What follows belongs to an exercise in optimizing a design on an open flow for small area, a short achievable clock period and few clock cycles per item; a production flow would make more cautious choices. At most, simulation tests tie the RTL to the original design; equivalence was not proved.

==> inputs of fjord <==
==> flow/design.v <==
module dsam_stream_encoder #(
    parameter int DATA_WIDTH   = 16,
    parameter int MAX_CHANNELS = 256,
    parameter int CHAN_WIDTH   = 9
) (
    input  logic                  clk,
    input  logic                  reset,
    input  logic                  clear,
    input  logic [1:0]            mode,
    input  logic [CHAN_WIDTH-1:0] channels,
    input  logic                  in_valid,
    output logic                  in_ready,
    input  logic [DATA_WIDTH-1:0] in_data,
    output logic                  out_valid,
    input  logic                  out_ready,
    output logic [DATA_WIDTH-1:0] out_data
);
    localparam int W = DATA_WIDTH;
    logic          in_ready_q;
    logic          accept;
    logic          a_v, a_clr;
    logic [1:0]    a_mode;
    logic [8:0]    a_ch;
    logic [W-1:0]  a_x;
    assign in_ready = in_ready_q;
    assign accept   = in_valid && in_ready_q;
    always_ff @(posedge clk or negedge reset) begin
        if (!reset) begin
            a_v   <= 1'b0;
            a_clr <= 1'b0;
        end else begin
            a_v   <= accept;
            a_clr <= clear;
        end
    end
    always_ff @(posedge clk) begin
        a_x    <= in_data;
        a_mode <= mode;
        a_ch   <= channels;
    end
    logic [7:0] chm1;
    logic [7:0] seg_sel_new;
    logic       n1_new, n2_new;
    always_comb begin
        chm1 = ((a_ch == 9'd0) || (a_ch > 9'd256)) ? 8'd255 : 8'(a_ch - 9'd1);
        n1_new = (chm1 == 8'd0);
        n2_new = (chm1 == 8'd1);
        seg_sel_new[7]   = chm1[7];
        seg_sel_new[6:0] = chm1[7] ? chm1[6:0] : 7'(chm1[6:0] - 7'd2);
    end
    logic [1:0] mode_q;
    logic [7:0] seg_sel_q;
    logic       n1_q, n2_q;
    logic       cold_q;
    logic [7:0] rem_q;
    logic [W-2:0] c_q;
    logic [1:0] mode_e;
    logic       n1_e;
    logic       cold_e, warm;
    logic [7:0] rem_e;
    logic [W-2:0] c_e;
    assign mode_e = a_clr ? a_mode : mode_q;
    assign n1_e   = a_clr ? n1_new : n1_q;
    assign cold_e = a_clr | cold_q;
    assign warm   = !cold_e;
    assign rem_e  = a_clr ? chm1 : rem_q;
    assign c_e    = a_clr ? '0 : c_q;
    logic [W-1:0] x0_q, p_q, r_q;
    logic [W-1:0] s1_q;
    logic [2*W-1:0] s2_q;
    logic [4*W-1:0] s4_q;
    logic [8*W-1:0] s8_q;
    logic [16*W-1:0] s16_q;
    logic [32*W-1:0] s32_q;
    logic [64*W-1:0] s64_q;
    logic [126*W-1:0] s126_q;
    logic [W-1:0] n1, n2, n4, n8, n16, n32, n64, n126;
    assign n1   = seg_sel_q[0] ? s1_q                  : x0_q;
    assign n2   = seg_sel_q[1] ? s2_q[2*W-1 -: W]      : n1;
    assign n4   = seg_sel_q[2] ? s4_q[4*W-1 -: W]      : n2;
    assign n8   = seg_sel_q[3] ? s8_q[8*W-1 -: W]      : n4;
    assign n16  = seg_sel_q[4] ? s16_q[16*W-1 -: W]    : p_q;
    assign n32  = seg_sel_q[5] ? s32_q[32*W-1 -: W]    : n16;
    assign n64  = seg_sel_q[6] ? s64_q[64*W-1 -: W]    : n32;
    assign n126 = seg_sel_q[7] ? s126_q[126*W-1 -: W]  : n64;
    always_ff @(posedge clk) begin
        if (a_v) begin
            x0_q   <= a_x;
            s1_q   <= x0_q;
            s2_q   <= {s2_q[W-1:0], n1};
            s4_q   <= {s4_q[3*W-1:0], n2};
            s8_q   <= {s8_q[7*W-1:0], n4};
            p_q    <= n8;
            s16_q  <= {s16_q[15*W-1:0], p_q};
            s32_q  <= {s32_q[31*W-1:0], n16};
            s64_q  <= {s64_q[63*W-1:0], n32};
            s126_q <= {s126_q[125*W-1:0], n64};
            r_q    <= n1_e ? a_x : (n2_q ? x0_q : n126);
        end
    end
    logic [W-1:0] diff;
    logic         sgn;
    logic [W-2:0] mag;
    logic [W-2:0] cn;
    logic [W-1:0] word;
    always_comb begin
        diff = (mode_e[0] && warm) ? (a_x - r_q) : a_x;
        sgn  = diff[W-1];
        mag  = sgn ? ~diff[W-2:0] : diff[W-2:0];
        cn   = mag ^ c_e;
        case (mode_e)
            2'd0:    word = a_x;
            2'd1:    word = {sgn, mag};
            default: word = {sgn, cn};
        endcase
    end
    always_ff @(posedge clk or negedge reset) begin
        if (!reset) begin
            mode_q    <= 2'd3;
            seg_sel_q <= 8'hff;    
            n1_q      <= 1'b0;
            n2_q      <= 1'b0;
            cold_q    <= 1'b1;
            rem_q     <= 8'd255;
            c_q       <= '0;
        end else begin
            if (a_clr) begin
                mode_q    <= a_mode;
                seg_sel_q <= seg_sel_new;
                n1_q      <= n1_new;
                n2_q      <= n2_new;
            end
            if (a_v) begin
                if (cold_e) begin
                    if (rem_e == 8'd0) begin
                        cold_q <= 1'b0;
                    end else begin
                        cold_q <= 1'b1;
                        rem_q  <= rem_e - 8'd1;
                    end
                end
                if (mode_e[1]) c_q <= cn;
                else if (a_clr) c_q <= '0;
            end else if (a_clr) begin
                cold_q <= 1'b1;
                rem_q  <= chm1;
                c_q    <= '0;
            end
        end
    end
    logic         ov_q, q0v_q, q1v_q;
    logic [W-1:0] o_q, q0_q, q1_q;
    logic         o_free;
    logic [2:0]   occ_next;
    logic         ov_d, q0v_d, q1v_d;
    assign out_valid = ov_q;
    assign out_data  = o_q;
    assign o_free    = !ov_q || out_ready;
    always_comb begin
        ov_d  = ov_q;
        q0v_d = q0v_q;
        q1v_d = q1v_q;
        if (o_free) begin
            if (q0v_q) begin
                ov_d = 1'b1;
                if (q1v_q) begin
                    q0v_d = 1'b1;
                    q1v_d = a_v;
                end else begin
                    q0v_d = a_v;
                    q1v_d = 1'b0;
                end
            end else begin
                ov_d = a_v;
            end
        end else if (a_v) begin
            if (!q0v_q) q0v_d = 1'b1;
            else        q1v_d = 1'b1;
        end
        occ_next = 3'(ov_d) + 3'(q0v_d) + 3'(q1v_d) + 3'(accept);
    end
    always_ff @(posedge clk or negedge reset) begin
        if (!reset) begin
            ov_q       <= 1'b0;
            q0v_q      <= 1'b0;
            q1v_q      <= 1'b0;
            in_ready_q <= 1'b1;
        end else begin
            ov_q       <= ov_d;
            q0v_q      <= q0v_d;
            q1v_q      <= q1v_d;
            in_ready_q <= (occ_next < 3'd3);
        end
    end
    always_ff @(posedge clk) begin
        if (o_free) begin
            if (q0v_q) begin
                o_q <= q0_q;
                if (q1v_q) begin
                    q0_q <= q1_q;
                    q1_q <= word;
                end else begin
                    q0_q <= word;
                end
            end else begin
                o_q <= word;
            end
        end else begin
            if (!q0v_q) q0_q <= word;
            else if (!q1v_q) q1_q <= word;
        end
    end
endmodule
==> flow/run.sh <==
#!/bin/bash
# synth_recipe.tcl (not shown) runs the flow's synth.tcl, then flattens the netlist and writes it again
# the make line also repeats each setting of config.mk as NAME=value (left out here)
make -C /OpenROAD-flow-scripts/flow DESIGN_CONFIG=/design/flow/config.mk WORK_HOME=/design/flow/orfs CLKGATE_MAP_FILE= SYNTH_SCRIPT=/design/flow/synth_recipe.tcl finish
==> flow/config.mk <==
export PLATFORM = sky130hd
export DESIGN_NAME = dsam_stream_encoder
export DESIGN_NICKNAME = dsam_stream_encoder
export VERILOG_FILES = /design/flow/design.v
export SDC_FILE = /design/flow/constraint.sdc
export NUM_CORES = 4
export LEC_CHECK = 0
export CAP_MARGIN = 20
export CORE_MARGIN = 2
export CORE_UTILIZATION = 40
export SLEW_MARGIN = 20
export SYNTH_MEMORY_MAX_BITS = 8192
==> flow/constraint.sdc <==
create_clock -name core_clock -period 8.8 [get_ports {clk}]
set_input_delay 1.7600 -clock core_clock [delete_from_list [all_inputs] [get_ports {clk}]]
set_output_delay 1.7600 -clock core_clock [all_outputs]
set_load 0.01 [all_outputs]
==> inputs of delta, as changes to fjord <==
==> flow/design.v, changed modules only <==
module dsam_stream_encoder #(
    parameter int DATA_WIDTH   = 16,
    parameter int MAX_CHANNELS = 256,
    parameter int CHAN_WIDTH   = 9
) (
    input  logic                  clk,
    input  logic                  reset,
    input  logic                  clear,
    input  logic [1:0]            mode,
    input  logic [CHAN_WIDTH-1:0] channels,
    input  logic                  in_valid,
    output logic                  in_ready,
    input  logic [DATA_WIDTH-1:0] in_data,
    output logic                  out_valid,
    input  logic                  out_ready,
    output logic [DATA_WIDTH-1:0] out_data
);
    localparam int W  = DATA_WIDTH;
    localparam int QD = 3;
    logic          in_ready_q;
    logic          accept;
    logic          a_v, a_clr;
    logic [1:0]    a_mode;
    logic [7:0]    a_chm1;     
    logic          a_n1, a_n2;
    logic [W-1:0]  a_x;
    logic [7:0]    ch_m1;
    assign in_ready = in_ready_q;
    assign accept   = in_valid && in_ready_q;
    assign ch_m1    = ((channels == 9'd0) || (channels > 9'd256)) ? 8'd255 : 8'(channels - 9'd1);
    always_ff @(posedge clk or negedge reset) begin
        if (!reset) begin
            a_v   <= 1'b0;
            a_clr <= 1'b0;
        end else begin
            a_v   <= accept;
            a_clr <= clear;
        end
    end
    always_ff @(posedge clk) begin
        a_x    <= in_data;
        a_mode <= mode;
        a_chm1 <= ch_m1;
        a_n1   <= (channels == 9'd1);
        a_n2   <= (channels == 9'd2);
    end
    logic [7:0] seg_sel_new;
    always_comb begin
        seg_sel_new[7]   = a_chm1[7];
        seg_sel_new[6:0] = a_chm1[7] ? a_chm1[6:0] : 7'(a_chm1[6:0] - 7'd2);
    end
    logic [1:0] mode_q;
    logic [7:0] seg_sel_q, seg_sel_d;
    logic [7:0] seg_en_q;
    logic       n1_q, n2_q;
    logic       cold_q;
    logic [7:0] rem_q;
    logic [W-2:0] c_q;
    logic [1:0] mode_e;
    logic       n1_e;
    logic       cold_e, warm;
    logic [7:0] rem_e;
    assign mode_e    = a_clr ? a_mode : mode_q;
    assign n1_e      = a_clr ? a_n1 : n1_q;
    assign cold_e    = a_clr | cold_q;
    assign warm      = !cold_e;
    assign rem_e     = a_clr ? a_chm1 : rem_q;
    assign seg_sel_d = a_clr ? seg_sel_new : seg_sel_q;
    logic [W-1:0] x0_q, p_q, r_q;
    logic [W-1:0] s1_q;
    logic [2*W-1:0] s2_q;
    logic [4*W-1:0] s4_q;
    logic [8*W-1:0] s8_q;
    logic [16*W-1:0] s16_q;
    logic [32*W-1:0] s32_q;
    logic [64*W-1:0] s64_q;
    logic [126*W-1:0] s126_q;
    logic [W-1:0] n1, n2, n4, n8, n16, n32, n64, n126;
    assign n1   = seg_sel_q[0] ? s1_q                  : x0_q;
    assign n2   = seg_sel_q[1] ? s2_q[2*W-1 -: W]      : n1;
    assign n4   = seg_sel_q[2] ? s4_q[4*W-1 -: W]      : n2;
    assign n8   = seg_sel_q[3] ? s8_q[8*W-1 -: W]      : n4;
    assign n16  = seg_sel_q[4] ? s16_q[16*W-1 -: W]    : p_q;
    assign n32  = seg_sel_q[5] ? s32_q[32*W-1 -: W]    : n16;
    assign n64  = seg_sel_q[6] ? s64_q[64*W-1 -: W]    : n32;
    assign n126 = seg_sel_q[7] ? s126_q[126*W-1 -: W]  : n64;
    always_ff @(posedge clk) begin
        if (a_v) begin
            x0_q <= a_x;
            p_q  <= n8;
            r_q  <= n1_e ? a_x : (n2_q ? x0_q : n126);
        end
        if (seg_en_q[0]) s1_q   <= x0_q;
        if (seg_en_q[1]) s2_q   <= {s2_q[W-1:0], n1};
        if (seg_en_q[2]) s4_q   <= {s4_q[3*W-1:0], n2};
        if (seg_en_q[3]) s8_q   <= {s8_q[7*W-1:0], n4};
        if (seg_en_q[4]) s16_q  <= {s16_q[15*W-1:0], p_q};
        if (seg_en_q[5]) s32_q  <= {s32_q[31*W-1:0], n16};
        if (seg_en_q[6]) s64_q  <= {s64_q[63*W-1:0], n32};
        if (seg_en_q[7]) s126_q <= {s126_q[125*W-1:0], n64};
    end
    logic [W-1:0] diff;
    logic         sgn;
    logic [W-2:0] mag;
    logic [W-2:0] c_e;
    logic [W-2:0] cn;
    logic [W-1:0] word;
    always_comb begin
        diff = (mode_e[0] && warm) ? (a_x - r_q) : a_x;
        sgn  = diff[W-1];
        mag  = sgn ? ~diff[W-2:0] : diff[W-2:0];
        c_e  = a_clr ? '0 : c_q;
        cn   = mag ^ c_e;
        case (mode_e)
            2'd0:    word = a_x;
            2'd1:    word = {sgn, mag};
            default: word = {sgn, cn};
        endcase
    end
    always_ff @(posedge clk or negedge reset) begin
        if (!reset) begin
            mode_q    <= 2'd3;
            seg_sel_q <= 8'hff;    
            seg_en_q  <= 8'h00;
            n1_q      <= 1'b0;
            n2_q      <= 1'b0;
            cold_q    <= 1'b1;
            rem_q     <= 8'd255;
            c_q       <= '0;
        end else begin
            seg_en_q <= seg_sel_d & {8{accept}};
            if (a_clr) begin
                mode_q    <= a_mode;
                seg_sel_q <= seg_sel_new;
                n1_q      <= a_n1;
                n2_q      <= a_n2;
            end
            if (a_v) begin
                if (cold_e) begin
                    if (rem_e == 8'd0) begin
                        cold_q <= 1'b0;
                    end else begin
                        cold_q <= 1'b1;
                        rem_q  <= rem_e - 8'd1;
                    end
                end
                if (mode_e[1]) c_q <= cn;
                else if (a_clr) c_q <= '0;
            end else if (a_clr) begin
                cold_q <= 1'b1;
                rem_q  <= a_chm1;
                c_q    <= '0;
            end
        end
    end
    logic [QD-1:0] qv_q, qv_d;
    logic [W-1:0]  q_q [QD];
    logic          take;
    logic [2:0]    cnt_q, cnt_d;
    logic          in_ready_d;
    logic [W-1:0]  out_q, q0_d;
    logic          out_valid_q;
    assign out_valid = out_valid_q;
    assign out_data  = out_q;
    assign take      = qv_q[0] && out_ready;
    always_comb begin
        logic [QD:0] v_ext;
        v_ext = {1'b0, qv_q};
        if (take) v_ext = {1'b0, v_ext[QD:1]};
        qv_d = v_ext[QD-1:0];
        if (a_v) qv_d = {qv_d[QD-2:0], 1'b1};
        if (accept && !take)      cnt_d = cnt_q + 3'd1;
        else if (!accept && take) cnt_d = cnt_q - 3'd1;
        else                      cnt_d = cnt_q;
        if (take) in_ready_d = accept ? (cnt_q != 3'd3) : 1'b1;
        else      in_ready_d = accept ? (cnt_q <  3'd2) : (cnt_q != 3'd3);
    end
    always_ff @(posedge clk or negedge reset) begin
        if (!reset) begin
            qv_q        <= '0;
            cnt_q       <= '0;
            in_ready_q  <= 1'b0;
            out_valid_q <= 1'b0;
        end else begin
            qv_q        <= qv_d;
            cnt_q       <= cnt_d;
            in_ready_q  <= in_ready_d;
            out_valid_q <= |qv_d;
        end
    end
    always_comb begin
        q0_d = q_q[0];
        if (take) begin
            if (qv_q[1]) q0_d = q_q[1];
            else if (qv_q[0]) q0_d = word;
        end else if (!qv_q[0]) begin
            q0_d = word;
        end
    end
    always_ff @(posedge clk) begin
        out_q <= q0_d;
    end
    always_ff @(posedge clk) begin
        for (int i = 0; i < QD; i++) begin
            if (take) begin
                if (i + 1 < QD && qv_q[i+1]) q_q[i] <= q_q[i+1];
                else if (qv_q[i] && (i + 1 >= QD || !qv_q[i+1])) q_q[i] <= word;
            end else begin
                if (!qv_q[i] && (i == 0 || qv_q[i-1])) q_q[i] <= word;
            end
        end
    end
endmodule
==> flow/flow/run.sh (new file) <==
#!/bin/bash
set -euo pipefail
bash standard.sh SETUP_SLACK_MARGIN=5.8 finish > std_flow.log 2>&1
==> flow/standard.sh (new file) <==
#!/bin/bash
# synth_recipe.tcl (not shown) runs the flow's synth.tcl, then flattens the netlist and writes it again
# the make line also repeats each setting of config.mk as NAME=value (left out here)
make -C /OpenROAD-flow-scripts/flow DESIGN_CONFIG=/design/flow/config.mk WORK_HOME=/design/flow/orfs CLKGATE_MAP_FILE= SYNTH_SCRIPT=/design/flow/synth_recipe.tcl "${@:-finish}"
ABC_CLOCK_PERIOD_IN_PS = 3000   (was default)
CORE_UTILIZATION = 60   (was 40)
CTS_CLUSTER_DIAMETER = 80   (was default)
CTS_CLUSTER_SIZE = 25   (was default)
PLACE_DENSITY = 0.7   (was default)
SETUP_SLACK_MARGIN = 5   (was default)
removed: flow/run.sh
==> comparison <==
In fjord the fmax is smaller than in delta, by 20%.
Against delta, the utilization of fjord is lower by 20 points.
Against delta, the area after synthesis of fjord is smaller by 0.65%.
Of delta and fjord, delta has the higher non-clock buffer count (gap 50).
Between delta and fjord, the lower via count is in delta (gap 2.4%, measured against fjord).
Of delta and fjord, fjord has the higher count of clock-buffer cells in the layout (gap 265).
Clock skew: fjord is higher than delta (0.033 ns).
Testbench counts of fjord, summed over its fixed seeds: cycles 27,216, items 27,200.
Only the layout flow was run in delta; the RTL was not checked for function there.

==> port drivers added, routing unchanged <==
How much do the figures lean on ideal ports? The routed layouts below were timed once more, with nothing changed but the port constraints.
Step 1 assumes that a clkbuf_16 drives the clock port and a buf_2 every other input.
Step 2 also shifts input and output timing later by t, the mid clock arrival at the registers, as if the neighbouring blocks saw the same clock.
Slacks: ideal ports / drivers / drivers and shift; pairs: ideal ports / drivers.
run	shift t [ns]	setup slack, ns	worst setup path after step 2
fjord	0.992	4.746 / 4.746 / 4.398	input to register
delta	0.924	5.562 / 5.562 / 4.959	input to register
After both steps setup and hold are still met in every run listed. The setup slack of delta, which loses most, moves by 0.000 ns with the drivers and by -0.603 ns with both steps.
